Context: an optimization exercise on an open-source flow, tuned for small area and a short achievable clock period. The choices shown serve that exercise and are no tape-out recipe. In this exercise RTL edits were held to simulation tests only and were not proved equivalent to the original. Power is estimated from default activity; no workload was simulated.

`flow/run.sh`:
```
#!/bin/bash
# The standard layout, with plain buffers (instead of the slow delay-cell
# default) as the input and output port buffers.
set -euo pipefail
export BUFFER_PORTS_ARGS="-buffer_cell sky130_fd_sc_hd__buf_2"
bash standard.sh finish > standard_flow.log 2>&1
```
`standard.sh`:
```
#!/bin/bash
# synth_recipe.tcl (not shown) runs the flow's synth.tcl, then flattens the netlist and writes it again
# the make line also repeats each setting of config.mk as NAME=value (left out here)
make -C /OpenROAD-flow-scripts/flow DESIGN_CONFIG=/design/flow/config.mk WORK_HOME=/design/flow/orfs CLKGATE_MAP_FILE= SYNTH_SCRIPT=/design/flow/synth_recipe.tcl "${@:-finish}"
```
`config.mk`:
```
export PLATFORM = sky130hd
export DESIGN_NAME = alu_top
export DESIGN_NICKNAME = alu_top
export VERILOG_FILES = /design/flow/design.v
export SDC_FILE = /design/flow/constraint.sdc
export NUM_CORES = 4
export LEC_CHECK = 0
export ABC_AREA = 1
export CAP_MARGIN = 20
export CORE_MARGIN = 2
export CORE_UTILIZATION = 40
export SETUP_SLACK_MARGIN = 4
export SLEW_MARGIN = 20
```
`constraint.sdc`:
```
create_clock -name core_clock -period 10.5 [get_ports {clk}]
set_input_delay 2.1000 -clock core_clock [delete_from_list [all_inputs] [get_ports {clk}]]
set_output_delay 2.1000 -clock core_clock [all_outputs]
set_load 0.01 [all_outputs]
```
`design.v`:
```
package aluOpPkg;
    typedef enum logic [2-1:0] {
        UNIT_NONE  = 2'b00,
        UNIT_ARITH = 2'b01,
        UNIT_LOGIC = 2'b10,  
        UNIT_BITS  = 2'b11   
    } aluUnit_e;
    typedef enum logic [2+4-1:0] {
        ALU_NOP    = 6'h00,
        ALU_ADD    = 6'h10,
        ALU_SUB    = 6'h11,
        ALU_INCA   = 6'h12,
        ALU_DECA   = 6'h13,
        ALU_NEG    = 6'h14,
        ALU_ABS    = 6'h15,
        ALU_SLT    = 6'h16,
        ALU_SLTU   = 6'h17,
        ALU_MIN    = 6'h18,
        ALU_MINU   = 6'h19,
        ALU_MAX    = 6'h1a,
        ALU_MAXU   = 6'h1b,  
        ALU_AND    = 6'h20,
        ALU_OR     = 6'h21,
        ALU_XOR    = 6'h22,
        ALU_NAND   = 6'h23,
        ALU_NOR    = 6'h24,
        ALU_XNOR   = 6'h25,
        ALU_ANDN   = 6'h26,
        ALU_ORN    = 6'h27,
        ALU_XORN   = 6'h28,
        ALU_NOT    = 6'h29,
        ALU_SLL    = 6'h30,
        ALU_SRL    = 6'h31,
        ALU_SRA    = 6'h32,
        ALU_ROL    = 6'h33,
        ALU_ROR    = 6'h34,
        ALU_CLZ    = 6'h35,
        ALU_CTZ    = 6'h36,
        ALU_PCNT   = 6'h37,
        ALU_BITREV = 6'h38,
        ALU_BSWAP  = 6'h39
    } aluOp_e;
    typedef struct packed {
        aluUnit_e                   unit;
        logic [4-1:0] func;
    } aluOpFields_s;
    typedef union packed {
        aluOp_e       op;
        aluOpFields_s fields;
    } aluOpWord_u;
    localparam int arithFuncCount = 12;
    localparam int logicFuncCount = 10;
    localparam int bitsFuncCount  = 10;
    function automatic logic [2-1:0] unitOf(
            input logic [2+4-1:0] word);
        logic [2-1:0] unit;
        logic [4-1:0] func;
        logic                       known;
        unit = word[4 +: 2];
        func = word[4-1:0];
        case (unit)
            UNIT_ARITH: known = func < arithFuncCount;
            UNIT_LOGIC: known = func < logicFuncCount;
            UNIT_BITS:  known = func < bitsFuncCount;
            default:    known = 1'b0;
        endcase
        unitOf = known ? unit : UNIT_NONE;
    endfunction
endpackage
package aluResultPkg;
    typedef struct packed {
        logic carryOut;    
        logic overflow;
        logic evenParity;  
        logic oddParity;
        logic sign;
        logic zero;
    } aluFlags_s;
    typedef struct packed {
        logic [32-1:0] opA;
        logic [32-1:0] opB;
        logic                  cIn;
        logic [2+4-1:0] op;  
    } aluRequest_s;
    typedef struct packed {
        logic [32-1:0] value;
        logic                  carryOut;
        logic                  overflow;
    } unitResult_s;
    typedef struct packed {
        logic [32-1:0] result;
        aluFlags_s             flags;
        logic                  outValid;
    } aluResponse_s;
endpackage
module alu_top (
    input  logic                       clk,
    input  logic                       reset,
    input  logic                       enable,
    input  logic [2+4-1:0] op,
    input  logic [32-1:0]      opA,
    input  logic [32-1:0]      opB,
    input  logic                       cIn,
    output logic [32-1:0]      result,
    output logic [6-1:0] flags,
    output logic                       outValid
);
    logic [1:0] unit;
    logic [3:0] fn;
    assign unit = op[5:4];
    assign fn   = op[3:0];
    logic isArith, isLogic, isBits;
    assign isArith = (unit == 2'b01) && (fn < 4'd12);
    assign isLogic = (unit == 2'b10) && (fn < 4'd10);
    assign isBits  = (unit == 2'b11) && (fn < 4'd10);
    logic        isCmp, useB, invY, invX, addC, selP, selG;
    logic [31:0] x, y, p, g, sum;
    logic        cout;
    assign isCmp = fn[3] | (fn[2] & fn[1]);
    always_comb begin
        if (unit[1]) begin
            useB = (fn != 4'd9);
            invY = (fn >= 4'd3);
            invX = (fn == 4'd3) | (fn == 4'd4);
        end else begin
            useB = (fn[3:1] == 3'b000) | isCmp;
            invY = (fn == 4'd1) | (fn == 4'd3) | isCmp;
            invX = (fn == 4'd4) | ((fn == 4'd5) & opA[31]);
        end
    end
    always_comb begin
        case (fn)
            4'd0:    addC = cIn;
            4'd1:    addC = ~cIn;
            4'd3:    addC = 1'b0;
            4'd5:    addC = opA[31];
            default: addC = 1'b1;
        endcase
    end
    assign selP = isLogic & (fn != 4'd0) & (fn != 4'd4) & (fn != 4'd6);
    assign selG = isLogic & ((fn == 4'd0) | (fn == 4'd1) | (fn == 4'd3) | (fn == 4'd4)
                           | (fn == 4'd6) | (fn == 4'd7));
    assign x = opA ^ {32{invX}};
    assign y = (opB & {32{useB}}) ^ {32{invY}};
    assign p = x ^ y;
    assign g = x & y;
    logic [31:0] G, P;
    always_comb begin
        G = g;
        P = p;
        for (int l = 0; l < 5; l++) begin
            for (int i = 0; i < 32; i++) begin
                if ((i >> l) & 1) begin
                    G[i] = G[i] | (P[i] & G[((i >> l) << l) - 1]);
                    P[i] = P[i] & P[((i >> l) << l) - 1];
                end
            end
        end
    end
    logic [32:0] carry;
    assign carry = {G | (P & {32{addC}}), addC};
    assign sum   = p ^ carry[31:0];
    assign cout  = carry[32];
    logic addCarry, addOvf;
    assign addCarry = (fn[3:2] == 2'b00) & (cout ^ fn[0]);
    assign addOvf   = ((fn[3:2] == 2'b00) | (fn == 4'd5))
                    & (x[31] == y[31]) & (sum[31] != x[31]);
    logic ltu, lts, lt, pickA;
    assign ltu    = ~cout;
    assign lts    = ltu ^ opA[31] ^ opB[31];
    assign lt     = fn[0] ? ltu : lts;
    assign pickA  = lt ^ fn[1];
    logic [31:0] logicRes;
    assign logicRes = ({32{selP}} & p) | ({32{selG}} & g);
    logic        left, revIn, isRot, fill;
    logic [4:0]  r;
    logic [31:0] rev, xin, rot, shiftRes, bswap;
    assign left  = (fn == 4'd0) | (fn == 4'd3);
    assign revIn = left | (fn == 4'd5) | (fn == 4'd8);
    assign isRot = (fn == 4'd3) | (fn == 4'd4);
    assign fill  = (fn == 4'd2) & opA[31];
    assign r     = (fn == 4'd8) ? 5'd0 : opB[4:0];
    always_comb begin
        for (int i = 0; i < 32; i++) rev[i] = opA[31-i];
        for (int i = 0; i < 4; i++) bswap[8*i +: 8] = opA[24-8*i +: 8];
    end
    assign xin = revIn ? rev : opA;
    always_comb begin
        logic [31:0] t, n;
        t = xin;
        for (int k = 0; k < 5; k++) begin
            for (int i = 0; i < 32; i++) begin
                if (i + (1 << k) < 32)
                    n[i] = r[k] ? t[i + (1 << k)] : t[i];
                else
                    n[i] = r[k] ? (isRot ? t[i + (1 << k) - 32] : fill) : t[i];
            end
            t = n;
        end
        rot = t;
        for (int i = 0; i < 32; i++) shiftRes[i] = left ? rot[31-i] : rot[i];
    end
    logic [5:0] tz;
    always_comb begin
        logic [15:0] v16;
        logic [7:0]  v8;
        logic [3:0]  v4;
        logic [1:0]  v2;
        logic        z16, z8, z4, z2, z1, zAll;
        z16 = ~|xin[15:0];
        v16 = z16 ? xin[31:16] : xin[15:0];
        z8  = ~|v16[7:0];
        v8  = z8 ? v16[15:8] : v16[7:0];
        z4  = ~|v8[3:0];
        v4  = z4 ? v8[7:4] : v8[3:0];
        z2  = ~|v4[1:0];
        v2  = z2 ? v4[3:2] : v4[1:0];
        z1  = ~v2[0];
        zAll = z16 & ~|xin[31:16];
        tz = zAll ? 6'd32 : {1'b0, z16, z8, z4, z2, z1};
    end
    logic [5:0] pc;
    always_comb begin
        logic s0, c0, s1, c1, s2, c2, s3, c3, s4, c4, s5, c5, s6, c6, s7, c7, s8, c8, s9, c9, s10, c10, s11, c11, s12, c12, s13, c13, s14, c14, s15, c15, s16, c16, s17, c17, s18, c18, s19, c19, s20, c20, s21, c21, s22, c22, s23, c23, s24, c24, s25, c25;
        s0 = opA[0] ^ opA[10] ^ opA[11];
        c0 = (opA[0] & opA[10]) | (opA[0] & opA[11]) | (opA[10] & opA[11]);
        s1 = opA[12] ^ opA[13] ^ opA[14];
        c1 = (opA[12] & opA[13]) | (opA[12] & opA[14]) | (opA[13] & opA[14]);
        s2 = opA[15] ^ opA[16] ^ opA[17];
        c2 = (opA[15] & opA[16]) | (opA[15] & opA[17]) | (opA[16] & opA[17]);
        s3 = opA[18] ^ opA[19] ^ opA[1];
        c3 = (opA[18] & opA[19]) | (opA[18] & opA[1]) | (opA[19] & opA[1]);
        s4 = opA[20] ^ opA[21] ^ opA[22];
        c4 = (opA[20] & opA[21]) | (opA[20] & opA[22]) | (opA[21] & opA[22]);
        s5 = opA[23] ^ opA[24] ^ opA[25];
        c5 = (opA[23] & opA[24]) | (opA[23] & opA[25]) | (opA[24] & opA[25]);
        s6 = opA[26] ^ opA[27] ^ opA[28];
        c6 = (opA[26] & opA[27]) | (opA[26] & opA[28]) | (opA[27] & opA[28]);
        s7 = opA[29] ^ opA[2] ^ opA[30];
        c7 = (opA[29] & opA[2]) | (opA[29] & opA[30]) | (opA[2] & opA[30]);
        s8 = opA[31] ^ opA[3] ^ opA[4];
        c8 = (opA[31] & opA[3]) | (opA[31] & opA[4]) | (opA[3] & opA[4]);
        s9 = opA[5] ^ opA[6] ^ opA[7];
        c9 = (opA[5] & opA[6]) | (opA[5] & opA[7]) | (opA[6] & opA[7]);
        s10 = opA[8] ^ opA[9] ^ s0;
        c10 = (opA[8] & opA[9]) | (opA[8] & s0) | (opA[9] & s0);
        s11 = s1 ^ s2 ^ s3;
        c11 = (s1 & s2) | (s1 & s3) | (s2 & s3);
        s12 = s4 ^ s5 ^ s6;
        c12 = (s4 & s5) | (s4 & s6) | (s5 & s6);
        s13 = s7 ^ s8 ^ s9;
        c13 = (s7 & s8) | (s7 & s9) | (s8 & s9);
        s14 = s10 ^ s11 ^ s12;
        c14 = (s10 & s11) | (s10 & s12) | (s11 & s12);
        s15 = c0 ^ c1 ^ c2;
        c15 = (c0 & c1) | (c0 & c2) | (c1 & c2);
        s16 = c3 ^ c4 ^ c5;
        c16 = (c3 & c4) | (c3 & c5) | (c4 & c5);
        s17 = c6 ^ c7 ^ c8;
        c17 = (c6 & c7) | (c6 & c8) | (c7 & c8);
        s18 = c9 ^ c10 ^ c11;
        c18 = (c9 & c10) | (c9 & c11) | (c10 & c11);
        s19 = c12 ^ c13 ^ s15;
        c19 = (c12 & c13) | (c12 & s15) | (c13 & s15);
        s20 = s16 ^ s17 ^ c14;
        c20 = (s16 & s17) | (s16 & c14) | (s17 & c14);
        s21 = s18 ^ s19 ^ s20;
        c21 = (s18 & s19) | (s18 & s20) | (s19 & s20);
        s22 = c15 ^ c16 ^ c17;
        c22 = (c15 & c16) | (c15 & c17) | (c16 & c17);
        s23 = c18 ^ c19 ^ s22;
        c23 = (c18 & c19) | (c18 & s22) | (c19 & s22);
        s24 = s23 ^ c20 ^ c21;
        c24 = (s23 & c20) | (s23 & c21) | (c20 & c21);
        s25 = c22 ^ c23 ^ c24;
        c25 = (c22 & c23) | (c22 & c24) | (c23 & c24);
        pc = {1'b0, c25, s25, s24, s21, s13} + {1'b0, 1'b0, 1'b0, 1'b0, 1'b0, s14};
    end
    logic [31:0] bitsRes;
    always_comb begin
        case (fn)
            4'd5, 4'd6: bitsRes = {26'd0, tz};
            4'd7:       bitsRes = {26'd0, pc};
            4'd9:       bitsRes = bswap;
            default:    bitsRes = shiftRes;
        endcase
    end
    logic [31:0] early, value;
    logic        known, selArith, selSum, selSlt, selMinA, selMinB, selBits, load;
    assign selArith = isArith & ~reset;
    assign selSum   = selArith & ((fn[3:2] == 2'b00) | (fn[3:1] == 3'b010));
    assign selSlt   = selArith & (fn[3:1] == 3'b011);
    assign selMinA  = selArith & fn[3] & pickA;
    assign selMinB  = selArith & fn[3] & ~pickA;
    assign selBits  = isBits & ~reset;
    assign known    = (isArith | isLogic | isBits) & ~reset;
    assign early    = ({32{selSum}} & sum)
                    | ({32{~reset}} & logicRes)
                    | ({32{selBits}}  & bitsRes);
    assign value    = early | ({32{selMinA}} & opA) | ({32{selMinB}} & opB)
                    | {31'd0, selSlt & lt};
    assign load     = enable | reset;
    logic carryQ, ovfQ, knownQ;
    always_ff @(posedge clk) begin
        outValid <= enable & ~reset;
        if (load) begin
            result <= value;
            carryQ <= selArith & addCarry;
            ovfQ   <= selArith & addOvf;
            knownQ <= known;
        end
    end
    logic oddQ;
    assign oddQ  = ^result;
    assign flags = {carryQ, ovfQ, knownQ & ~oddQ, oddQ, result[31], knownQ & ~|result};
endmodule
```
==> reports/qor.yml, run 1 <==
timing:
  fin_tns_setup_ns: 0
  finalSetupViolCount: 0
  rsz0062_at_grt: "false"
  fmax_mhz: 157
  relSlewSlack_pct: 20.2
  slew_viol_final: 0
  hold_viol: 0
  post-route-period-util_pct: 60.6
  period_needed_ns: 6.36
  worst_pin_slew_ns: 1.19
logic_synthesis:
  ys_ff_latch: 36
  syn_avg_cell_area_sq_um: 5.94
  synth_top_area_cell: "nand2_1"
  synth_edf_count: 35
  synth_fp_nets: 1801
  synth_top_area_share_pct: 15.6
  ys_warn_count: 1
  netlist_area_sq_um: 9800
  yosysSeqAreaShare_pct: 10.9
  synth_cell_type_count: 56
  async_reset_ff_share_pct: 0
  netlist_top_cells_area: "nand2_1 (16%), o21ai_0 (12%), edfxtp_1 (11%), inv_1 (9.5%), ha_1 (6.4%)"
  synthCells: 1650
  yosys_most_used_dff: "edfxtp_1"
global_routing:
  grt_first_pass_wirelength_microns: 60300
  grt_start_max_net_pins: 50
  antenna_found_initial: 0
  grt_usage_pct: 30.3
  grt_pass1_vias: 10300
  grt-ovfl-total: 0
power:
  power_density_nw_per_um2: 122
  combPwrFrac_pct: 72.1
  p_int_mw: 0.646
  seqPwrFrac_pct: 14.5
  switching_share_pct: 51.7
  switching_power_mw: 0.693
  clock_power_share_pct: 13.4
  max-vdd-ir-drop_mv: 0.136
  p_leak_nw: 5.43
min_path:
  min_path_type: "primary input to flop"
  hold_start: "enable"
die:
  start_util_pct: 40.5
  die_h_microns: 161
  io_pins: 113
  die_area_sq_um: 25800
  core_sq_um: 24200
  rows: 57
  die_w_microns: 161
clock_tree:
  holdBufCountCts: 0
  clkSinkCount: 36
  numCtsBuffers: 5
  cts_buffer_depth: 2
  cts_tree: "yes"
  clk_pin_slew_ns: 0.07
  cts_htree_levels: 2
  cts-root-buf: "clkbuf_16"
finish:
  multi_input_area_sq_um: 7470
  nFillCells: 2629
  final_cell_mix: "nand2_1 (406), inv_1 (242), o21ai_0 (226), buf_2 (101), nand3_1 (99)"
  final_util_pct: 45.6
  final_common_cell: "nand2_1"
  n_antenna_cell: 0
  syn_to_final_growth_pct: 12.4
  drive_gt1_share_pct: 13.7
  nNetsFinal: 1869
  regArea_sq_um: 1070
critical_path:
  start_kind: "primary input"
  crit_arrival_ns: 6.38
  cp.required_ns: 10.53
  end_kind: "flop"
  crit_fanout: 30
  critical_path_class: "primary input to flop"
  cp-endpoint: "result[15]"
  startpoint: "op[3]"
outcome:
  status: "complete, no violations"
place:
  hpwl_microns: 31900
  place_congestion: 1.02
  port-buffer-count: 112
job:
  maxCapViolations: 0
routing:
  via_per_inst: 5.61
  ant_nets: 0
  drt_iter0_drc: 1185
  routedWlPerCell_microns: 19.7
  via_count: 11454
  wirelength_microns: 40300
  drcViolationCount: 0
  first_pass_iters: 6
-- cell type report --
cell class                 count  area share, %
tap                          324           3.68
clock buffer                   6           1.17
multi-input combinational   1268           67.8
inverter                     256           8.72
sequential                    36           9.72
clock inverter                 2          0.318
timing repair buffer         151           8.62
-- worst min-delay path by stage --
stage          endpoint  slack (ns)  cells after the start
5_1_grt        outValid        2.04                      3
3_5_place_dp   outValid        2.32                      3
2_1_floorplan  outValid        2.17                      1
4_1_cts        outValid        2.02                      3
6_report       outValid        2.02                      3
3_3_place_gp   outValid        2.32                      3
-- what timing repair did --
action / in CTS / in global routing
setup endpoints to repair: 32 / 32
setup buffers: 1 / 15
pin swaps: 2 / 8
cloned: 1 / 0
gates resized for setup: 23 / 31
-- through the flow --
stage	setup WS (ns)	hold WS [ns]	cell area [sq um]	total power, mW	cells
6_report	4.14	2.02	11000	1.34	2043
3_3_place_gp	3.30	2.32	10500	1.11	2018
2_1_floorplan	4.03	2.17	9800	0.871	1650
4_1_cts	4.00	2.02	10800	1.31	2028
5_1_grt	3.96	2.04	11000	1.46	2043
3_5_place_dp	3.15	2.32	10500	1.11	2018
-- power groups by stage --
stage                     clock (mW)  combinational (mW)  sequential (mW)
after floorplan                    0               0.670            0.200
after global placement             0               0.909            0.197
after detailed placement           0               0.915            0.197
after CTS                      0.180               0.932            0.194
after global routing           0.184                1.07            0.197
final                          0.179               0.965            0.195
-- worst max-delay path, stage by stage --
cell and delay [ns]:
buf_2 0.15, nor2_4 0.17, inv_1 0.12, nor2_2 0.15, nor2_1 0.07, buf_4 0.23
a22oi_2 0.29, buf_12 0.21, xor2_1 0.08, ha_1 0.32, inv_1 0.08, nor4_1 0.31
inv_1 0.10, nor2_1 0.09, inv_1 0.06, o21ai_0 0.51, a21oi_1 0.17, or2_2 0.35
nand2_1 0.07, nand2_1 0.07, a32o_1 0.25, a21oi_1 0.29, nand3_1 0.12
-- cell usage after synthesis, types with 3 or more instances --
library cell  count
buf_2            11
buf_4             8
or2_2             7
inv_1           249
xnor2_1          13
buf_6             7
nor2_2            6
mux2i_1          18
inv_2             5
o31ai_1           3
nor2_4            7
o21ai_1          25
clkbuf_1         62
nand3b_1          3
nand2_4           3
a21oi_1          61
xor2_1           70
o22ai_1          24
nand3_1         100
nand4_1          28
nor4_1            5
nand2_1         408
nand2_2          14
o21ai_0         229
a22o_1            3
ha_1             50
edfxtp_1         35
nor2_1           83
nor3_1           10
o211ai_1          7
a32o_1           12
a31oi_1          26
fa_1             27
-- layer usage --
layer	track usage, %	routed length, microns
met5	0	0
met4	9.01	1230
met3	2.79	3410
met2	50.5	18400
met1	41.7	17200
-- sequential cells by signal (all words and copies together), names as in the netlist --
signal    count
carryQ        1
knownQ        1
outValid      1
ovfQ          1
result       32
-- kinds of logic (layout without fill, tap and decap cells) --
kind of cell | count (synthesis) | in the layout | synth area share [%]
AND/OR/NAND/NOR | 680 | 680 | 30.4
AO/OA/AOI/OAI | 410 | 410 | 23.3
buffers and inverters | 346 | 415 | 14.2
XOR/XNOR | 83 | 83 | 7.42
adder cells (fa/ha/maj) | 77 | 77 | 11.9
flip-flops | 36 | 36 | 10.9
multiplexers | 18 | 18 | 1.84
==> run 2, diff against run 1 <==
--- a/config.mk
+++ b/config.mk
@@ -11,3 +11,3 @@
 export CORE_UTILIZATION = 40
-export SETUP_SLACK_MARGIN = 4
+export SETUP_SLACK_MARGIN = 4.4
 export SLEW_MARGIN = 20
==> run 2 against run 1 <==
Effect of this change:
- flip-flop and latch count stayed put
- global-route usage rose by 0.75 points
- die area did not move
- largest power group unchanged
==> reports/qor.yml, run 2 <==
global_routing:
  grt_pass1_vias: 10396
  grt-ovfl-total: 0
  grt_usage_pct: 31.1
  antenna_found_initial: 0
  grt_start_max_net_pins: 50
  grt_first_pass_wirelength_microns: 61800
die:
  die_w_microns: 161
  rows: 57
  core_sq_um: 24200
  die_area_sq_um: 25800
  die_h_microns: 161
  start_util_pct: 40.5
  io_pins: 113
routing:
  ant_nets: 0
  drt_iter0_drc: 1518
  drcViolationCount: 0
  first_pass_iters: 5
  routedWlPerCell_microns: 20.5
  wirelength_microns: 42600
  top_layer_used: "met4"
  wl_met1_microns: 17400
  route.met3.wl_microns: 4450
  via_per_inst: 5.72
  via_count: 11876
  met2_length_microns: 19200
power:
  seqPwrFrac_pct: 13.8
  power_density_nw_per_um2: 121
  switching_power_mw: 0.736
  clock_power_share_pct: 11.0
  p_int_mw: 0.676
  combPwrFrac_pct: 75.3
  switching_share_pct: 52.1
  max-vdd-ir-drop_mv: 0.199
  p_leak_nw: 5.65
finish:
  final_cell_mix: "nand2_1 (403), inv_1 (224), o21ai_0 (214), nand3_1 (99), buf_2 (92)"
  syn_to_final_growth_pct: 19.0
  nFillCells: 2583
  finalInstanceArea_sq_um: 11700
  regMostFlops: "result"
  nNetsFinal: 1902
  n_antenna_cell: 0
  drive_gt1_share_pct: 18.0
  largest_reg_flops: 32
  final_common_cell: "nand2_1"
clock_tree:
  cts_tree: "yes"
  clk_pin_slew_ns: 0.07
  cts_buffer_depth: 2
  cts-root-buf: "clkbuf_16"
  clkSinkCount: 36
  numCtsBuffers: 5
  cts_htree_levels: 2
timing:
  finalSetupViolCount: 0
  post-route-period-util_pct: 59.0
  period_needed_ns: 6.20
  worst_pin_slew_ns: 1.10
  fmax_mhz: 161
  hold_viol: 0
  rsz0062_at_grt: "true"
  fin_tns_setup_ns: 0
  slew_viol_final: 0
  relSlewSlack_pct: 26.6
logic_synthesis:
  yosysSeqAreaShare_pct: 10.9
  synth_top_area_share_pct: 15.6
  syn_avg_cell_area_sq_um: 5.94
  synth_top_area_cell: "nand2_1"
  synthCells: 1650
  yosys-top-cells-count: "nand2_1 (408), inv_1 (249), o21ai_0 (229)"
  yosys_most_used_dff: "edfxtp_1"
  synth_fp_nets: 1801
  synth_cell_type_count: 56
  ys_ff_latch: 36
  netlist_top_cells_area: "nand2_1 (16%), o21ai_0 (12%), edfxtp_1 (11%), inv_1 (9.5%), ha_1 (6.4%)"
  netlist_area_sq_um: 9800
  async_reset_ff_share_pct: 0
  ys_warn_count: 1
  yosysMostFrequentCell: "nand2_1"
  synth_edf_count: 35
critical_path:
  crit_arrival_ns: 6.23
  start_kind: "primary input"
  crit_fanout: 5
  cp.required_ns: 10.54
  critical_path_class: "primary input to flop"
  end_kind: "flop"
min_path:
  min_path_type: "primary input to flop"
place:
  hpwl_microns: 32100
  port-buffer-count: 112
  place_congestion: 0.962
  place_area_sq_um: 10500
outcome:
  status: "complete, no violations"
job:
  maxCapViolations: 0
## run 2: cell counts after synthesis
Identical to the previous run, type by type.
## run 2: logic make-up (layout without fill, tap and decap cells)
group | count (synthesis) | in the layout | share of synthesized area [%]
simple gates | 680 | 681 | 30.4
compound gates | 410 | 410 | 23.3
buf+inv | 346 | 446 | 14.2
xor+xnor | 83 | 83 | 7.42
fa+ha+maj | 77 | 77 | 11.9
flops | 36 | 36 | 10.9
mux | 18 | 18 | 1.84
## run 2: through the flow
stage	utilization [%]	setup slack [ns]	hold WS [ns]	std cells	total power, mW
after floorplan	-	4.40	2.17	1650	0.877
after global placement	43.6	3.17	2.31	2018	1.12
after detailed placement	43.6	3.10	2.32	2018	1.13
after CTS	45.8	4.31	2.02	2038	1.33
after global routing	48.3	4.21	2.05	2075	1.52
final	48.3	4.30	2.02	2075	1.41
## run 2: power groups by stage
| stage | Sequential (mW) | Combinational, mW | Clock [mW] |
|---|---|---|---|
| finish | 0.195 | 1.06 | 0.155 |
| global route | 0.197 | 1.16 | 0.158 |
| CTS | 0.195 | 0.978 | 0.154 |
| detailed placement | 0.198 | 0.933 | 0 |
| global placement | 0.197 | 0.922 | 0 |
| floorplan | 0.200 | 0.676 | 0 |
## run 2: final cells by class
type	count	area (sq um)	area share [%]
clock buffer	6	129	1.10
timing repair buffer	183	1400	12.0
tap	324	405	3.47
inverter	256	990	8.48
multi-input combinational	1269	7660	65.7
clock inverter	1	5.00	0.0429
sequential	36	1070	9.18
## run 2: routing by layer
layer	track usage [%]	vias to the layer above
met5	0	-
met4	9.75	0
met3	3.20	94
met2	50.4	690
met1	43.4	5441
li1	-	5651
## run 2: worst paths after layout
check	cells past startpoint	to	from	slack, ns
worst max-delay path	21	result[4]	opA[15]	4.30
worst min-delay path	3	outValid	enable	2.02
## run 2: critical path: stages
cell and delay [ns]:
buf_12 0.11, inv_6 0.03, fa_1 0.56, inv_2 0.05, fa_1 0.57, inv_2 0.04, fa_2 0.35, inv_2 0.06
fa_1 0.41, inv_2 0.08, fa_2 0.20, inv_2 0.04, fa_2 0.33, fa_1 0.46, inv_2 0.09, nor2_2 0.04
xor2_1 0.15, nand2_1 0.08, o21ai_2 0.09, o311ai_2 0.28, nand4_1 0.11
## run 2: what timing repair did
action / 4_1_cts / 5_1_grt
pin swaps: 17 / 36
setup endpoints to repair: 34 / 32
gates resized for setup: 92 / 82
cloned: 1 / 5
hold buffers: 0 / 0
buffers inserted: 12 / 32
==> run 3, diff against run 2 <==
--- a/design.v
+++ b/design.v
@@ -167,7 +167,7 @@
                     & (x[31] == y[31]) & (sum[31] != x[31]);
-    logic ltu, lts, lt, pickA;
-    assign ltu    = ~cout;
-    assign lts    = ltu ^ opA[31] ^ opB[31];
-    assign lt     = fn[0] ? ltu : lts;
-    assign pickA  = lt ^ fn[1];
+    logic ltFlip, pickFlip, lt, pickA;
+    assign ltFlip   = ~fn[0] & (opA[31] ^ opB[31]);
+    assign pickFlip = ltFlip ^ fn[1];
+    assign lt       = ~(cout ^ ltFlip);
+    assign pickA    = ~(cout ^ pickFlip);
     logic [31:0] logicRes;
@@ -288,3 +288,3 @@
     logic [31:0] early, value;
-    logic        known, selArith, selSum, selSlt, selMinA, selMinB, selBits, load;
+    logic        known, selArith, selSum, selSlt, selMM, selMinA, selMinB, selBits, load;
     assign selArith = isArith & ~reset;
@@ -292,4 +292,5 @@
     assign selSlt   = selArith & (fn[3:1] == 3'b011);
-    assign selMinA  = selArith & fn[3] & pickA;
-    assign selMinB  = selArith & fn[3] & ~pickA;
+    assign selMM    = selArith & fn[3];
+    assign selMinA  = pickA ? selMM : 1'b0;
+    assign selMinB  = pickA ? 1'b0 : selMM;
     assign selBits  = isBits & ~reset;
--- a/config.mk
+++ b/config.mk
@@ -11,3 +11,3 @@
 export CORE_UTILIZATION = 40
-export SETUP_SLACK_MARGIN = 4.4
+export SETUP_SLACK_MARGIN = 4
 export SLEW_MARGIN = 20
==> run 3 against run 2 <==
Effect of this change:
- combinational power about the same
- largest cell class unchanged
- design area decreased by 3.8%
- utilization fell by 1.7 points
- critical path depth is 7 higher
- fmax is 4.4% lower
- clock-buffer cell count is 1 higher
- flip-flop and latch count unchanged
- via count is 0.11% lower
- total power shrank 1.3%
- sequential power about the same
- die area is 0.94% lower
- first-iteration DRC count down 3.9%
==> reports/qor.yml, run 3 <==
timing:
  relSlewSlack_pct: 27.5
  fin_tns_setup_ns: 0
  fmax_mhz: 154
  finalSetupViolCount: 0
  rsz0062_at_grt: "false"
  worst_slack_ns: 4.02
  post-route-period-util_pct: 61.7
  worst_pin_slew_ns: 1.08
  slew_viol_final: 0
  hold_viol: 0
  period_needed_ns: 6.48
die:
  rows: 57
  die_h_microns: 160
  die_w_microns: 160
  start_util_pct: 40.3
  die_area_sq_um: 25500
  io_pins: 113
  core_sq_um: 24100
routing:
  drt_iter0_drc: 1459
  via_per_inst: 5.66
  ant_nets: 0
  routedWlPerCell_microns: 20.3
  via_count: 11863
  wirelength_microns: 42500
  drcViolationCount: 0
  first_pass_iters: 7
logic_synthesis:
  synth_edf_count: 35
  synth_top_area_cell: "nand2_1"
  yosys-top-cells-count: "nand2_1 (442), inv_1 (253), o21ai_0 (199)"
  synthCells: 1683
  synth_fp_nets: 1834
  ys_ff_latch: 36
  synth_top_area_share_pct: 17.1
  netlist_area_sq_um: 9710
  yosys_most_used_dff: "edfxtp_1"
  ys_warn_count: 1
  synth_cell_type_count: 54
  yosysSeqAreaShare_pct: 11.0
  syn_avg_cell_area_sq_um: 5.77
  yosysMostFrequentCell: "nand2_1"
  async_reset_ff_share_pct: 0
  netlist_top_cells_area: "nand2_1 (17%), edfxtp_1 (11%), o21ai_0 (10%), inv_1 (9.8%), ha_1 (6.4%)"
clock_tree:
  cts_htree_levels: 2
  cts_buffer_depth: 2
  clk_pin_slew_ns: 0.06
  holdBufCountCts: 0
  cts-root-buf: "clkbuf_16"
  numCtsBuffers: 5
  clkSinkCount: 36
  cts_tree: "yes"
finish:
  largest_reg_flops: 32
  n_antenna_cell: 0
  multi_input_area_sq_um: 7440
  syn_to_final_growth_pct: 15.6
  regArea_sq_um: 1070
  nNetsFinal: 1921
  final_common_cell: "nand2_1"
  instances_no_fill: 2095
  drive_gt1_share_pct: 13.9
  final_util_pct: 46.5
  nFillCells: 2621
  final_cell_mix: "nand2_1 (438), inv_1 (246), o21ai_0 (190), nand3_1 (107), buf_2 (103)"
  regMostFlops: "result"
place:
  hpwl_microns: 32400
  port-buffer-count: 112
  place_congestion: 0.989
  pre_cts_ws_ns: 3.18
  dp_cells: 2054
power:
  p_leak_nw: 5.49
  power_density_nw_per_um2: 124
  finalPower_mw: 1.39
  max-vdd-ir-drop_mv: 0.143
critical_path:
  cpMostUsedCell: "a21oi_1"
  crit_arrival_ns: 6.51
  critical_path_class: "primary input to flop"
  crit_fanout: 16
  worst_path_max_delay_cell: "ha_1"
  cp.required_ns: 10.52
  crit_path_max_incr_delay_ns: 0.36
  end_kind: "flop"
  start_kind: "primary input"
global_routing:
  antenna_found_initial: 0
  grt_start_max_net_pins: 51
  grt_pass1_vias: 10681
  grt_first_pass_wirelength_microns: 61600
  grt_usage_pct: 31.0
  grt-ovfl-total: 0
job:
  maxCapViolations: 0
outcome:
  status: "complete, no violations"
min_path:
  min_path_type: "primary input to flop"
## run 3: cell count changes in the layout (fill, tap and decap cells not counted), sizes merged, moves of 3 or more
cell / previous run / this run
o211ai: 7 / 4
buf: 179 / 154
mux2i: 18 / 15
a32o: 12 / 7
nor2: 98 / 110
nand2: 426 / 445
inv: 253 / 262
nand4: 29 / 35
nand3: 102 / 111
a21oi: 62 / 69
a31oi: 26 / 18
o22ai: 24 / 21
clkbuf: 10 / 17
## run 3: stage by stage
step                      cell area [sq um]  hold slack [ns]
after floorplan                        9710             2.17
after global placement                10500             2.33
after detailed placement              10500             2.33
after CTS                             10800             2.03
after global routing                  11200             2.06
final                                 11200             2.04
## run 3: final cells by class
| class | instances | area share [%] |
|---|---|---|
| clock buffers | 7 | 1.18 |
| clock inverters | 1 | 0.0446 |
| inverters | 266 | 8.98 |
| multi-input cells | 1295 | 66.3 |
| flip-flops and latches | 36 | 9.55 |
| well taps | 324 | 3.61 |
| repair buffers | 165 | 10.3 |
| repair inverters | 1 | 0.0446 |
## run 3: metal layers
layer,up-vias,part of all wire [%],track usage (%)
met2,667,44,51.2
met3,137,10,3.74
met4,0,5.8,13.4
li1,5674,-,-
met1,5385,40,41.0
met5,-,0,0
## run 3: final timing paths
kind	from	end	slack, ns	cells past startpoint
setup / recovery	op[3]	result[27]	4.02	28
hold / removal	enable	outValid	2.04	3
## run 3: critical path: cells and delay by family
kind	cells	cell delay, ns
buf+inv	9	1.14
compound gates	8	1.52
fa+ha+maj	1	0.36
xor+xnor	2	0.33
simple gates	8	1.03
## run 3: report_power, final
part | leakage (nW) | internal, mW | switching (mW)
registers | 0.385 | 0.182 | 0.0145
logic | 5.03 | 0.383 | 0.662
clock network | 0.0679 | 0.0880 | 0.0641
## run 3: cell families (layout without fill, tap and decap cells)
family	Yosys count	count (layout)	synth area share, %
multiplexers	15	15	1.55
adder cells (fa/ha/maj)	77	77	12.0
AND/OR/NAND/NOR	729	729	32.0
XOR/XNOR	83	83	7.49
flip-flops	36	36	11.0
AO/OA/AOI/OAI	391	391	21.7
buffers and inverters	352	440	14.2
## run 3: what timing repair did
action                                  in CTS  in global routing
pin swaps                                    3                 19
buffers inserted                             3                 23
gates resized for setup                     18                 59
endpoints found under the setup margin      32                 33
gates cloned                                 2                  5
==> run 4, diff against run 3 <==
==> flow/run.sh (replaced) <==
#!/bin/bash
# The standard layout, with two changes: no full/half adder cells
# (ADDER_MAP_FILE left empty, so ABC maps the adder logic itself), and plain
# buffers (instead of the slow delay-cell default) buffer the ports.
set -euo pipefail
export BUFFER_PORTS_ARGS="-buffer_cell sky130_fd_sc_hd__buf_2"
bash standard.sh ADDER_MAP_FILE= finish > standard_flow.log 2>&1
--- a/config.mk
+++ b/config.mk
@@ -11,3 +11,3 @@
 export CORE_UTILIZATION = 40
-export SETUP_SLACK_MARGIN = 4
+export SETUP_SLACK_MARGIN = 5
 export SLEW_MARGIN = 20
==> run 4 against run 3 <==
Effect of this change:
- die area rose by 6.7%
- non-clock buffer count grew 47
- via count grew 19%
- cell count is 14% higher
- total power rose by 9.3%
- global-route usage grew 4.2 points
- worst setup slack better by 1.0 ns
- hold slack better by 0.014 ns
- largest cell class unchanged
- highest routed layer is now met5
==> reports/qor.yml, run 4 <==
global_routing:
  grt_start_max_net_pins: 55
  grt_usage_pct: 35.3
  antenna_found_initial: 2
  grt-ovfl-total: 0
  grt_first_pass_wirelength_microns: 72300
  grt_pass1_vias: 12265
routing:
  drt_iter0_drc: 1608
  routedWlPerCell_microns: 21.4
  via_count: 14138
  first_pass_iters: 6
  drcViolationCount: 0
  via_per_inst: 5.94
  ant_nets: 0
  wirelength_microns: 50900
critical_path:
  critical_path_class: "primary input to flop"
  crit_arrival_ns: 5.44
  start_kind: "primary input"
  end_kind: "flop"
  crit_fanout: 8
  cp.required_ns: 10.46
outcome:
  status: "complete, no violations"
power:
  power_density_nw_per_um2: 118
  combPwrFrac_pct: 75.4
  switching_power_mw: 0.825
  p_leak_nw: 6.20
  p_int_mw: 0.698
  switching_share_pct: 54.1
  seqPwrFrac_pct: 13.2
  clock_power_share_pct: 11.5
  finalPower_mw: 1.52
  max-vdd-ir-drop_mv: 0.171
logic_synthesis:
  netlist_area_sq_um: 10400
  synth_fp_nets: 1995
  synth_edf_count: 35
  yosys-top-cells-count: "nand2_1 (657), o21ai_0 (222), nand3_1 (179)"
  yosysMostFrequentCell: "nand2_1"
  synth_top_area_share_pct: 23.8
  syn_avg_cell_area_sq_um: 5.40
  ys_warn_count: 1
  synth_cell_type_count: 53
  synth_top_area_cell: "nand2_1"
  yosysSeqAreaShare_pct: 10.3
  yosys_most_used_dff: "edfxtp_1"
  async_reset_ff_share_pct: 0
  ys_ff_latch: 36
  synthCells: 1921
  netlist_top_cells_area: "nand2_1 (24%), o21ai_0 (11%), edfxtp_1 (10%), nand3_1 (8.6%), xor2_1 (7.5%)"
timing:
  worst_pin_slew_ns: 1.08
  worst_slack_ns: 5.02
  rsz0062_at_grt: "false"
  fin_tns_setup_ns: 0
  post-route-period-util_pct: 52.2
  slew_viol_final: 0
  fmax_mhz: 182
  finalSetupViolCount: 0
  period_needed_ns: 5.48
  relSlewSlack_pct: 27.6
  hold_viol: 0
clock_tree:
  numCtsBuffers: 5
  holdBufCountCts: 0
  clkSinkCount: 36
  cts-root-buf: "clkbuf_16"
  cts_htree_levels: 2
  cts_buffer_depth: 2
  cts_tree: "yes"
  clk_pin_slew_ns: 0.06
finish:
  drive_gt1_share_pct: 21.2
  largest_reg_flops: 32
  n_antenna_cell: 0
  finalInstanceArea_sq_um: 12900
  final_cell_mix: "nand2_1 (624), o21ai_0 (170), nand3_1 (168), inv_1 (151), buf_2 (107)"
  final_common_cell: "nand2_1"
  nNetsFinal: 2122
  regMostFlops: "result"
  syn_to_final_growth_pct: 24.2
die:
  start_util_pct: 41.0
  core_sq_um: 25300
  die_h_microns: 165
  die_w_microns: 165
  io_pins: 113
  rows: 58
  die_area_sq_um: 27300
job:
  maxCapViolations: 0
place:
  place_congestion: 1.05
  hpwl_microns: 36100
  place_area_sq_um: 11000
  pre_cts_ws_ns: 2.96
  port-buffer-count: 112
min_path:
  worstHoldPathCells: 3
  min_to: "outValid"
  hold_start: "enable"
  min_path_type: "primary input to flop"
run 4: final cells by class:
cell class	instances	area, sq um
Tap cell	330	413
Fill cell	2657	12400
Sequential cell	36	1070
Clock inverter	3	42.5
Multi-Input combinational cell	1612	8800
Timing Repair inverter	2	18.8
Timing Repair Buffer	212	1710
Inverter	179	712
Clock buffer	5	125
run 4: per-stage QoR:
stage,utilization [%],std cells,hold WS (ns)
CTS,47.2,2324,2.05
global placement,43.4,2281,2.33
finish,50.9,2379,2.05
detailed placement,43.4,2281,2.34
floorplan,-,1921,2.22
global route,50.9,2379,2.08
run 4: layer usage:
metal	GRT usage (%)	up-vias	part of all wire, %
met5	0	-	0.026
met4	17.0	2	6.7
met3	7.57	200	13
met2	55.2	964	43
met1	46.1	6390	38
li1	-	6582	-
run 4: kinds of logic after synthesis:
group                     count (synthesis)  synth area share [%]
AOI/OAI and AO/OA                       384                  21.0
xor gates and xnor gates                123                  10.4
buffers and inverters                   277                  11.4
DFF                                      36                  10.3
muxes                                     5                 0.482
and+or+nand+nor                        1096                  46.4
run 4: worst max-delay path by stage:
stage	cells past startpoint	from	endpoint	slack, ns
after floorplan	24	op[1]	result[23]	5.39
after global placement	26	op[3]	result[0]	2.95
after detailed placement	26	op[3]	result[0]	2.96
after CTS	19	op[1]	result[1]	5.00
after global routing	24	op[3]	result[27]	4.94
final	23	op[3]	result[9]	5.02
run 4: power groups by stage:
stage | logic [mW] | clock network [mW] | registers [mW]
5_1_grt | 1.25 | 0.177 | 0.202
4_1_cts | 1.01 | 0.174 | 0.200
3_3_place_gp | 0.923 | 0 | 0.203
6_report | 1.15 | 0.175 | 0.201
3_5_place_dp | 0.930 | 0 | 0.203
2_1_floorplan | 0.700 | 0 | 0.205
run 4: what timing repair did:
item / CTS / global route
pin swaps: 24 / 46
setup buffers: 27 / 48
setup endpoints to repair: 34 / 32
gates resized for setup: 101 / 147
gates cloned: 8 / 7
run 4: worst max-delay path, stage by stage:
cell	delay, ns
buf_6	0.12
nor2_4	0.21
buf_6	0.13
nand3_4	0.10
o211ai_4	0.19
buf_12	0.16
buf_12	0.15
xor2_2	0.22
inv_1	0.09
or2_4	0.25
buf_12	0.13
o21ai_4	0.15
nand3_1	0.10
nand2_1	0.12
nand2_1	0.08
nand2_2	0.15
a21oi_4	0.09
buf_6	0.13
nand3_4	0.10
nand2_8	0.14
buf_4	0.20
nand3_1	0.07
nand4_1	0.24
==> run 5, diff against run 4 <==
==> flow/run.sh (replaced) <==
#!/bin/bash
# The standard layout, with two changes: ABC maps with flow/abc.script
# (cells left at their smallest sizes, for the resizer to size in place), and
# plain buffers (instead of the slow delay-cell default) buffer the ports.
set -euo pipefail
export MY_WORK=$PWD
export MY_ABC_SCRIPT=$PWD/flow/abc.script
export BUFFER_PORTS_ARGS="-buffer_cell sky130_fd_sc_hd__buf_2"
bash standard.sh SYNTH_SCRIPT=$PWD/flow/synth_wrap.tcl finish > standard_flow.log 2>&1
==> flow/abc.script (new file) <==
strash
dch
map -B 0.9
topo
stime -c
==> flow/synth_wrap.tcl (new file) <==
# The standard flow's synthesis script, with ABC's mapping script swapped for flow/abc.script.
proc abc {args} {
  set i [lsearch -exact $args -script]
  if { $i >= 0 } { lset args [expr {$i + 1}] $::env(MY_ABC_SCRIPT) }
  yosys abc {*}$args
}
source $::env(MY_WORK)/synth_recipe.tcl
--- a/config.mk
+++ b/config.mk
@@ -11,3 +11,3 @@
 export CORE_UTILIZATION = 40
-export SETUP_SLACK_MARGIN = 5
+export SETUP_SLACK_MARGIN = 4
 export SLEW_MARGIN = 20
==> run 5 against run 4 <==
Effect of this change:
- flip-flop and latch count unchanged
- hold slack got worse by 0.035 ns
- area after synthesis decreased by 11%
- critical path depth decreased by 4
- utilization decreased by 2.0 points
- clock-buffer cell count unchanged
- clock power about the same
- worst setup slack got worse by 0.85 ns
- routed wire length decreased by 20%
- die area decreased by 10%
- sequential share of layout area increased by 1.3 points
- combinational power decreased by 11%
- highest routed layer is now met4
==> reports/qor.yml, run 5 <==
routing:
  drcViolationCount: 0
  ant_nets: 0
  wirelength_microns: 40800
  first_pass_iters: 5
  drt_iter0_drc: 1030
  via_count: 11810
  routedWlPerCell_microns: 19.8
  via_per_inst: 5.74
finish:
  n_antenna_cell: 0
  final_cell_mix: "nand2_1 (441), o21ai_0 (247), clkinv_1 (243), nand3_1 (109), buf_2 (101)"
  nNetsFinal: 1924
  finalInstanceArea_sq_um: 11100
  syn_to_final_growth_pct: 19.7
  final_common_cell: "nand2_1"
  nFillCells: 2451
  largest_reg_flops: 32
  drive_gt1_share_pct: 14.0
  regMostFlops: "result"
timing:
  hold_viol: 0
  slew_viol_final: 0
  period_needed_ns: 6.33
  relSlewSlack_pct: 33.3
  fmax_mhz: 158
  rsz0062_at_grt: "true"
  finalSetupViolCount: 0
  fin_tns_setup_ns: 0
  worst_slack_ns: 4.17
  post-route-period-util_pct: 60.3
  worst_pin_slew_ns: 0.997
logic_synthesis:
  netlist_area_sq_um: 9270
  yosys.area_share.simple_pct: 32.6
  synthAdderAreaFrac_pct: 12.6
  synth_top_area_share_pct: 18.0
  yosysSeqAreaShare_pct: 11.5
  ys_ff_latch: 36
  synth_top_family_by_area: "simple AND/OR/NAND/NOR gates"
  yosys_most_used_dff: "edfxtp_1"
  syn_avg_cell_area_sq_um: 5.79
  yosysMostFrequentCell: "nand2_1"
  synth_top_area_cell: "nand2_1"
  synth_cell_type_count: 38
  ys_warn_count: 1
  netlist_top_cells_area: "nand2_1 (18%), o21ai_0 (14%), edfxtp_1 (11%), clkinv_1 (11%), ha_1 (6.7%)"
  synth-compound-area-share_pct: 22.7
  async_reset_ff_share_pct: 0
  synth_fp_nets: 1752
  synth_edf_count: 35
  synth.area.mux_share_pct: 1.62
  yosys.area_share.xor_xnor_pct: 7.84
  synthCells: 1601
  yosys-top-cells-count: "nand2_1 (445), clkinv_1 (266), o21ai_0 (255)"
global_routing:
  antenna_found_initial: 0
  use_met1_pct: 42.7
  grt_usage_pct: 32.5
  grt_pass1_vias: 10525
  grt-ovfl-total: 0
  grt.busiest_layer: "met2"
  met2_usage_pct: 52.4
  grt_first_pass_wirelength_microns: 60500
  grt_start_max_net_pins: 50
  use_met3_pct: 5.10
critical_path:
  start_kind: "primary input"
  cp.required_ns: 10.53
  crit_family: "adder cells"
  crit_arrival_ns: 6.36
  cpMostUsedCell: "fa_2"
  cp_cell_sequence: "clkbuf_4 > inv_4 > fa_1 > clkinv_1 > fa_1 > clkinv_1 > fa_2 > inv_2 > fa_1 > clkinv_1 > fa_2 > inv_2 > fa_2 > fa_2 > nand3_2 > o21ai_1 > a21oi_1 > o311ai_2 > nand4_1"
  worst_path_max_delay_cell: "fa_2"
  worstPathBufferInverterCount: 7
  critical_path_class: "primary input to flop"
  crit_path_max_incr_delay_ns: 0.56
  end_kind: "flop"
  crit_fanout: 4
power:
  max-vdd-ir-drop_mv: 0.124
  p_leak_nw: 4.67
  power_density_nw_per_um2: 126
  finalPower_mw: 1.40
die:
  die_area_sq_um: 24400
  rows: 55
  io_pins: 113
  die_h_microns: 156
  die_w_microns: 156
  start_util_pct: 40.8
  core_sq_um: 22700
clock_tree:
  cts_tree: "yes"
  clkSinkCount: 36
  holdBufCountCts: 0
  numCtsBuffers: 5
  clk_pin_slew_ns: 0.07
  cts_buffer_depth: 2
  cts-root-buf: "clkbuf_16"
  cts_htree_levels: 2
place:
  hpwl_microns: 31300
  place_congestion: 0.988
  place_area_sq_um: 10400
  pre_cts_ws_ns: 2.40
  port-buffer-count: 112
outcome:
  status: "complete, no violations"
min_path:
  min_path_type: "primary input to flop"
job:
  maxCapViolations: 0
-- run 5: cell count changes after synthesis, sizes merged, moves of 20 or more --
cell    before  now
o21ai      227  255
xor2        89   69
nand2      674  445
clkbuf      61    0
o211ai      24    4
fa           0   27
inv        170    0
ha           0   50
or2         38    8
xnor2       34   14
buf         37    4
nand3      193  111
clkinv       9  266
-- run 5: cell type report --
type                       instances  area [sq um]  share of cell area, %
inverter                         266          1040                   9.33
timing repair buffer             163          1030                   9.31
clock buffer                       5           125                   1.13
timing repair inverter             2          10.0                 0.0901
clock inverter                     3          37.5                  0.338
multi-input combinational       1299          7430                   67.0
tap                              285           357                   3.21
sequential                        36          1070                   9.65
-- run 5: logic make-up (layout without fill, tap and decap cells) --
kind of cell,Yosys count,after routing
buffers and inverters,270,439
AO/OA/AOI/OAI,391,391
XOR/XNOR,83,83
flip-flops,36,36
multiplexers,15,15
AND/OR/NAND/NOR,729,733
adder cells (fa/ha/maj),77,77
-- run 5: metrics by stage --
stage | util [%] | hold WS, ns | std cells
after global placement | 45.9 | 2.32 | 2014
final | 48.9 | 2.02 | 2059
after CTS | 47.4 | 2.02 | 2029
after floorplan | - | 2.17 | 1601
after detailed placement | 45.9 | 2.33 | 2014
after global routing | 48.9 | 2.04 | 2059
-- run 5: what timing repair did --
item | 4_1_cts | 5_1_grt
resized for setup | 38 | 56
pin swaps | 7 | 16
endpoints found under the hold margin | 0 | 0
buffers inserted | 3 | 27
endpoints found under the setup margin | 34 | 33
cloned | 4 | 3
-- run 5: where the power goes --
group          internal (mW)  total (mW)  switching, mW  leakage, nW
clock network          0.111       0.178         0.0670       0.0789
logic                  0.382        1.02          0.642         4.21
registers              0.182       0.198         0.0160        0.385
total                  0.674        1.40          0.725         4.67
-- run 5: routing by layer --
metal	vias up	share of wire, %
li1	5738	-
met1	5337	40
met2	622	45
met3	113	9.9
met4	0	5.4
met5	-	0
-- run 5: final timing paths --
check,from,slack [ns],to,cells after the start
setup / recovery,opA[0],4.17,result[4],19
hold / removal,enable,2.02,outValid,3
==> run 6, diff against run 5 <==
--- a/flow/run.sh
+++ b/flow/run.sh
@@ -2,3 +2,3 @@
 # The standard layout, with two changes: ABC maps with flow/abc.script
-# (cells left at their smallest sizes, for the resizer to size in place), and
+# (area-oriented amap mapping, cells left for the resizer to size), and
 # plain buffers (instead of the slow delay-cell default) buffer the ports.
==> flow/abc.script (replaced) <==
strash
dch
amap
topo
stime -c
==> run 6 against run 5 <==
Effect of this change:
- non-clock buffer count rose by 37
- utilization rose by 5.8 points
- global-route usage rose by 3.1 points
- routed wire length fell by 0.67%
- still clean on timing, DRC and antenna
- area after synthesis fell by 10%
- clock-buffer cell count rose by 2
==> reports/qor.yml, run 6 <==
job:
  maxCapViolations: 0
min_path:
  min_path_type: "primary input to flop"
  hold_start: "enable"
  min_to: "outValid"
  worstHoldPathCells: 2
critical_path:
  end_kind: "flop"
  crit_path_max_incr_delay_ns: 0.45
  worst_path_max_delay_cell: "or3_4"
  crit_arrival_ns: 7.31
  critical_path_class: "primary input to flop"
  cp.required_ns: 10.61
  cpMostUsedCell: "nor2_4"
  crit_fanout: 8
  start_kind: "primary input"
timing:
  finalSetupViolCount: 0
  fin_tns_setup_ns: 0
  holdWs_ns: 2.05
  worst_slack_ns: 3.30
  hold_viol: 0
  relSlewSlack_pct: 32.4
  worst_pin_slew_ns: 1.01
  fmax_mhz: 139
  post-route-period-util_pct: 68.6
  slew_viol_final: 0
  rsz0062_at_grt: "true"
  period_needed_ns: 7.20
global_routing:
  grt_usage_pct: 35.6
  use_met3_pct: 7.15
  grt.busiest_layer: "met2"
  grt_pass1_vias: 10149
  met2_usage_pct: 56.8
  grt_first_pass_wirelength_microns: 60400
  grt-ovfl-total: 0
  use_met1_pct: 46.6
  antenna_found_initial: 3
  grt_start_max_net_pins: 60
finish:
  final_cell_mix: "nor2_1 (273), clkinv_1 (166), a21oi_1 (130), o22ai_1 (116), buf_2 (103)"
  syn_to_final_growth_pct: 33.6
  largest_reg_flops: 32
  final_common_cell: "nor2_1"
  drive_gt1_share_pct: 22.8
  finalInstanceArea_sq_um: 11100
  regMostFlops: "result"
  n_antenna_cell: 0
  nNetsFinal: 1620
  instances_no_fill: 1740
  final_util_pct: 54.7
logic_synthesis:
  async_reset_ff_share_pct: 0
  synth_top_area_cell: "nor2_1"
  synth_edf_count: 35
  yosysMostFrequentCell: "nor2_1"
  synth_cell_type_count: 40
  netlist_area_sq_um: 8330
  yosysSeqAreaShare_pct: 12.9
  synth_fp_nets: 1409
  yosys_most_used_dff: "edfxtp_1"
  synthCells: 1258
  ys_warn_count: 1
  ys_ff_latch: 36
  synth_top_area_share_pct: 13.4
  yosys-top-cells-count: "nor2_1 (298), clkinv_1 (190), a21oi_1 (136)"
  netlist_top_cells_area: "nor2_1 (13%), edfxtp_1 (13%), o22ai_1 (9.1%), clkinv_1 (8.6%), a21oi_1 (8.2%)"
  syn_avg_cell_area_sq_um: 6.62
outcome:
  status: "complete, no violations"
place:
  place_area_sq_um: 9630
  place_congestion: 1.03
  hpwl_microns: 28400
  port-buffer-count: 112
  pre_cts_ws_ns: 1.62
  dp_cells: 1650
clock_tree:
  numCtsBuffers: 5
  clkSinkCount: 36
  cts_buffer_depth: 2
  cts_htree_levels: 2
  cts_tree: "yes"
  cts-root-buf: "clkbuf_16"
  clk_pin_slew_ns: 0.05
routing:
  via_count: 11388
  routedWlPerCell_microns: 23.3
  via_per_inst: 6.54
  drt_iter0_drc: 1139
  first_pass_iters: 6
  wirelength_microns: 40600
  ant_nets: 0
  drcViolationCount: 0
die:
  core_sq_um: 20400
  start_util_pct: 40.9
  rows: 52
  die_area_sq_um: 22000
  die_w_microns: 148
  die_h_microns: 148
  io_pins: 113
power:
  finalPower_mw: 1.31
  power_density_nw_per_um2: 118
  p_leak_nw: 4.13
  max-vdd-ir-drop_mv: 0.0660
==> run 6: changes by cell type after synthesis, sizes merged, moves of 21 or more <==
cell	before	now
nand2	445	27
o221ai	2	39
nor2	110	298
a211oi	1	22
a21oi	69	136
o221a	0	27
o21ai	255	36
nor3	12	71
xor2	69	2
clkinv	266	190
o22ai	21	121
nand4	35	12
nand3	111	6
o22a	0	73
==> run 6: worst max-delay path: cells and delay by family <==
family          cells  cell delay, ns
compound gates      9            1.16
fa+ha+maj           1            0.29
buf+inv             7            0.87
simple gates       20            2.84
==> run 6: where the power goes <==
part / switching (mW) / internal (mW)
clock: 0.0607 / 0.0875
combinational: 0.592 / 0.378
sequential: 0.0144 / 0.180
==> run 6: layer usage <==
layer | vias to the layer above | share of wire [%]
met5 | - | 0.094
met1 | 5249 | 39
li1 | 5193 | -
met3 | 183 | 11
met2 | 757 | 44
met4 | 6 | 5.7
==> run 6: logic make-up after synthesis <==
kind of cell	share of synthesized area (%)
adder cells (fa/ha/maj)	14.0
AO/OA/AOI/OAI	40.7
flip-flops	12.9
buffers and inverters	8.92
AND/OR/NAND/NOR	23.2
XOR/XNOR	0.420
==> run 6: worst max path at each step <==
stage           from         end  slack, ns  cells after the start
6_report       op[3]  result[23]       3.30                     37
5_1_grt        op[3]  result[23]       3.07                     36
4_1_cts        op[3]  result[19]       3.47                     35
3_5_place_dp   op[0]  result[19]       1.62                     33
3_3_place_gp   op[1]  result[17]       1.83                     35
2_1_floorplan  op[1]   result[1]       3.03                     24
==> run 6: cell type report <==
| cell class | count | area (sq um) |
|---|---|---|
| Fill cell | 2008 | 9230 |
| Multi-Input combinational cell | 1034 | 7260 |
| Timing Repair Buffer | 200 | 1440 |
| Sequential cell | 36 | 1070 |
| Inverter | 190 | 862 |
| Tap cell | 270 | 338 |
| Clock buffer | 7 | 133 |
| Timing Repair inverter | 2 | 21.3 |
| Clock inverter | 1 | 3.75 |
==> run 6: repair_timing <==
action                                  4_1_cts  5_1_grt
setup buffers                                52       19
endpoints found under the setup margin       34       34
hold buffers                                  0        0
gates cloned                                 10        0
gates resized for setup                     128       31
pin swaps                                    34        9
==> run 7, diff against run 6 <==
--- a/design.v
+++ b/design.v
@@ -115,26 +115,12 @@
     assign isBits  = (unit == 2'b11) && (fn < 4'd10);
-    logic        isCmp, useB, invY, invX, addC, selP, selG;
+    logic        useB, invY, invX, addC, selP, selG;
     logic [31:0] x, y, p, g, sum;
     logic        cout;
-    assign isCmp = fn[3] | (fn[2] & fn[1]);
-    always_comb begin
-        if (unit[1]) begin
-            useB = (fn != 4'd9);
-            invY = (fn >= 4'd3);
-            invX = (fn == 4'd3) | (fn == 4'd4);
-        end else begin
-            useB = (fn[3:1] == 3'b000) | isCmp;
-            invY = (fn == 4'd1) | (fn == 4'd3) | isCmp;
-            invX = (fn == 4'd4) | ((fn == 4'd5) & opA[31]);
-        end
-    end
-    always_comb begin
-        case (fn)
-            4'd0:    addC = cIn;
-            4'd1:    addC = ~cIn;
-            4'd3:    addC = 1'b0;
-            4'd5:    addC = opA[31];
-            default: addC = 1'b1;
-        endcase
-    end
+    assign useB = unit[1] ? ~(fn[3] & fn[0]) : (fn[3] | ~(fn[2] ^ fn[1]));
+    assign invY = unit[1] ? (fn[3] | fn[2] | (fn[1] & fn[0]))
+                          : (fn[3] | (fn[2] & fn[1]) | (~fn[2] & fn[0]));
+    assign invX = unit[1] ? (~fn[3] & (fn[2] ? (~fn[1] & ~fn[0]) : (fn[1] & fn[0])))
+                          : (~fn[3] & fn[2] & ~fn[1] & (~fn[0] | opA[31]));
+    assign addC = fn[3] | (fn[2] ? (fn[1] | ~fn[0] | opA[31])
+                                 : (fn[1] ? ~fn[0] : (cIn ^ fn[0])));
     assign selP = isLogic & (fn != 4'd0) & (fn != 4'd4) & (fn != 4'd6);
==> flow/run.sh (replaced) <==
#!/bin/bash
# The standard layout, with two changes: no full/half adder cells
# (ADDER_MAP_FILE left empty, so ABC maps the adder logic itself), and plain
# buffers (instead of the slow delay-cell default) buffer the ports.
set -euo pipefail
export BUFFER_PORTS_ARGS="-buffer_cell sky130_fd_sc_hd__buf_2"
bash standard.sh ADDER_MAP_FILE= finish > standard_flow.log 2>&1
--- a/config.mk
+++ b/config.mk
@@ -11,3 +11,3 @@
 export CORE_UTILIZATION = 40
-export SETUP_SLACK_MARGIN = 4
+export SETUP_SLACK_MARGIN = 5
 export SLEW_MARGIN = 20
removed: flow/abc.script
removed: flow/synth_wrap.tcl
==> run 7 against run 6 <==
Effect of this change:
- clock power is essentially flat
- sequential power grew 4%
- synthesized cell count grew 54%
- flip-flop and latch count is the same
- critical path depth shrank 23
- critical path type unchanged
- sequential share of layout area shrank 0.87 points
- utilization shrank 6.3 points
- fmax grew 34%
- via count grew 20%
- combinational power grew 13%
- critical endpoint is now result[3]
- total power grew 10%
- cell count grew 36%
- still clean
==> reports/qor.yml, run 7 <==
power:
  combPwrFrac_pct: 76.1
  p_leak_nw: 5.88
  power_density_nw_per_um2: 118
  max-vdd-ir-drop_mv: 0.243
  switching_power_mw: 0.808
  p_int_mw: 0.639
  seqPwrFrac_pct: 13.9
  switching_share_pct: 55.8
  finalPower_mw: 1.45
  clock_power_share_pct: 10.0
logic_synthesis:
  netlist_area_sq_um: 10400
  yosys_most_used_dff: "edfxtp_1"
  yosysMostFrequentCell: "nand2_1"
  synth_top_area_share_pct: 23.1
  yosysSeqAreaShare_pct: 10.3
  synth_edf_count: 35
  netlist_top_cells_area: "nand2_1 (23%), o21ai_0 (12%), edfxtp_1 (10%), nand3_1 (9.4%), inv_1 (6.6%)"
  async_reset_ff_share_pct: 0
  synth_fp_nets: 2017
  synth_top_area_cell: "nand2_1"
  syn_avg_cell_area_sq_um: 5.33
  synth_cell_type_count: 53
  yosys-top-cells-count: "nand2_1 (638), o21ai_0 (240), nand3_1 (194)"
  ys_warn_count: 1
  synthCells: 1943
  ys_ff_latch: 36
routing:
  via_count: 13677
  first_pass_iters: 8
  drt_iter0_drc: 1662
  ant_nets: 0
  drcViolationCount: 0
  via_per_inst: 5.80
  routedWlPerCell_microns: 20.1
  wirelength_microns: 47400
timing:
  fin_tns_setup_ns: 0
  hold_viol: 0
  post-route-period-util_pct: 51.3
  relSlewSlack_pct: 32.0
  rsz0062_at_grt: "true"
  finalSetupViolCount: 0
  fmax_mhz: 186
  worst_pin_slew_ns: 1.02
  period_needed_ns: 5.39
  slew_viol_final: 0
finish:
  drive_gt1_share_pct: 15.6
  syn_to_final_growth_pct: 18.0
  regMostFlops: "result"
  n_antenna_cell: 0
  final_common_cell: "nand2_1"
  nNetsFinal: 2102
  largest_reg_flops: 32
  final_cell_mix: "nand2_1 (625), o21ai_0 (209), nand3_1 (191), inv_1 (181), nor2_1 (119)"
critical_path:
  critical_path_class: "primary input to flop"
  cp.required_ns: 10.49
  crit_fanout: 39
  start_kind: "primary input"
  crit_arrival_ns: 5.38
  end_kind: "flop"
global_routing:
  grt_usage_pct: 33.0
  grt_start_max_net_pins: 65
  grt_first_pass_wirelength_microns: 67900
  antenna_found_initial: 0
  grt_pass1_vias: 11706
  grt-ovfl-total: 0
die:
  start_util_pct: 40.9
  die_area_sq_um: 27200
  core_sq_um: 25300
  die_w_microns: 165
  die_h_microns: 165
  rows: 58
  io_pins: 113
clock_tree:
  cts_htree_levels: 2
  cts_tree: "yes"
  cts-root-buf: "clkbuf_16"
  cts_buffer_depth: 2
  clk_pin_slew_ns: 0.05
  clkSinkCount: 36
  numCtsBuffers: 5
job:
  maxCapViolations: 0
place:
  place_congestion: 0.985
  hpwl_microns: 34800
  port-buffer-count: 112
min_path:
  min_path_type: "primary input to flop"
outcome:
  status: "complete, no violations"
## run 7: critical path: stages
cell,delay [ns]
buf_2,0.18
inv_4,0.08
nor2_2,0.28
nand2_1,0.67
inv_1,0.52
a21oi_1,0.07
buf_4,0.25
inv_1,0.08
buf_4,0.37
o221ai_1,0.23
inv_1,0.09
nand2_1,0.15
nand3_1,0.11
nand4_1,0.15
## run 7: kinds of logic (layout without fill, tap and decap cells)
family | Yosys count | after routing | synth area share (%)
mux | 10 | 10 | 0.966
compound gates | 394 | 394 | 20.6
flops | 36 | 36 | 10.3
xor+xnor | 126 | 126 | 11.4
simple gates | 1078 | 1091 | 44.5
buf+inv | 299 | 372 | 12.1
## run 7: timing repair
action	in CTS	in global routing
gates cloned	6	12
buffers inserted	6	25
hold buffers	0	0
endpoints found under the setup margin	34	34
resized for setup	55	108
pin swaps	8	22
## run 7: layout make-up
cell class              count  area (sq um)
repair buffers            163          1130
clock inverters             3          18.8
repair inverters            1          7.51
clock buffers               5           125
flip-flops and latches     36          1070
well taps                 330           413
multi-input cells        1621          8700
inverters                 200           772
fillers                  2743         13100
## run 7: path summary, 6_finish.rpt
kind | startpoint | endpoint | slack [ns] | cells after the start
hold / removal | enable | outValid | 2.05 | 3
setup / recovery | op[0] | result[3] | 5.11 | 14
## run 7: power groups by stage
stage | Clock, mW | Combinational [mW] | Sequential, mW
floorplan | 0 | 0.732 | 0.205
global placement | 0 | 0.944 | 0.203
detailed placement | 0 | 0.953 | 0.203
CTS | 0.147 | 1.00 | 0.200
global route | 0.154 | 1.20 | 0.202
finish | 0.145 | 1.10 | 0.201
## run 7: metrics by stage
stage | area, sq um | hold slack [ns] | std cells | setup slack [ns] | util (%)
2_1_floorplan | 10400 | 2.17 | 1943 | 5.61 | -
3_3_place_gp | 11000 | 2.33 | 2302 | 3.03 | 43.3
3_5_place_dp | 11000 | 2.34 | 2302 | 3.13 | 43.3
4_1_cts | 11500 | 2.05 | 2322 | 5.00 | 45.2
5_1_grt | 12200 | 2.10 | 2359 | 4.96 | 48.3
6_report | 12200 | 2.05 | 2359 | 5.11 | 48.3
## run 7: layer usage
metal / vias up / share of wire, % / GRT usage (%) / wire length, microns
met5: - / 0 / 0 / 0
met4: 0 / 4.4 / 12.1 / 2100
met3: 149 / 11 / 5.70 / 5420
met2: 790 / 45 / 53.5 / 21100
met1: 6158 / 40 / 43.8 / 18700
li1: 6580 / - / - / -

## port drivers added, routing unchanged
The results above use ideal ports. As a check the final layouts listed here were re-extracted and re-timed, cells and wires unchanged.
Step 1: set_driving_cell puts a clkbuf_16 on clk and a buf_2 on each other input, an assumption about the parent block.
Step 2 times the ports against the registers' clock, not the clock port: input delays grow and output delays shrink by t, the midpoint of the rising clock arrivals with the driver on.
Three values: no drivers, after step 1, after step 2; two values: the first two.
| run | t (ns) | slack for setup (ns) | worst hold slack (ns) |
|---|---|---|---|
| run 1 | 0.334 | 4.141 / 4.166 / 3.833 | 2.022 / 1.998 / 2.331 |
| run 2 | 0.335 | 4.301 / 4.275 / 3.941 | 2.017 / 1.996 / 2.330 |
| run 3 | 0.330 | 4.017 / 4.032 / 3.702 | 2.039 / 2.020 / 2.350 |
| run 4 | 0.323 | 5.017 / 5.011 / 4.689 | 2.053 / 2.038 / 2.361 |
| run 5 | 0.325 | 4.171 / 4.185 / 3.860 | 2.018 / 2.004 / 2.328 |
| run 6 | 0.329 | 3.302 / 3.298 / 2.969 | 2.049 / 2.032 / 2.361 |
| run 7 | 0.322 | 5.109 / 5.125 / 4.804 | 2.055 / 2.043 / 2.365 |
After both steps every run listed still meets setup and hold. For run 2, which loses most, drivers alone change the setup slack by -0.026 ns; drivers and shift together by -0.360 ns.
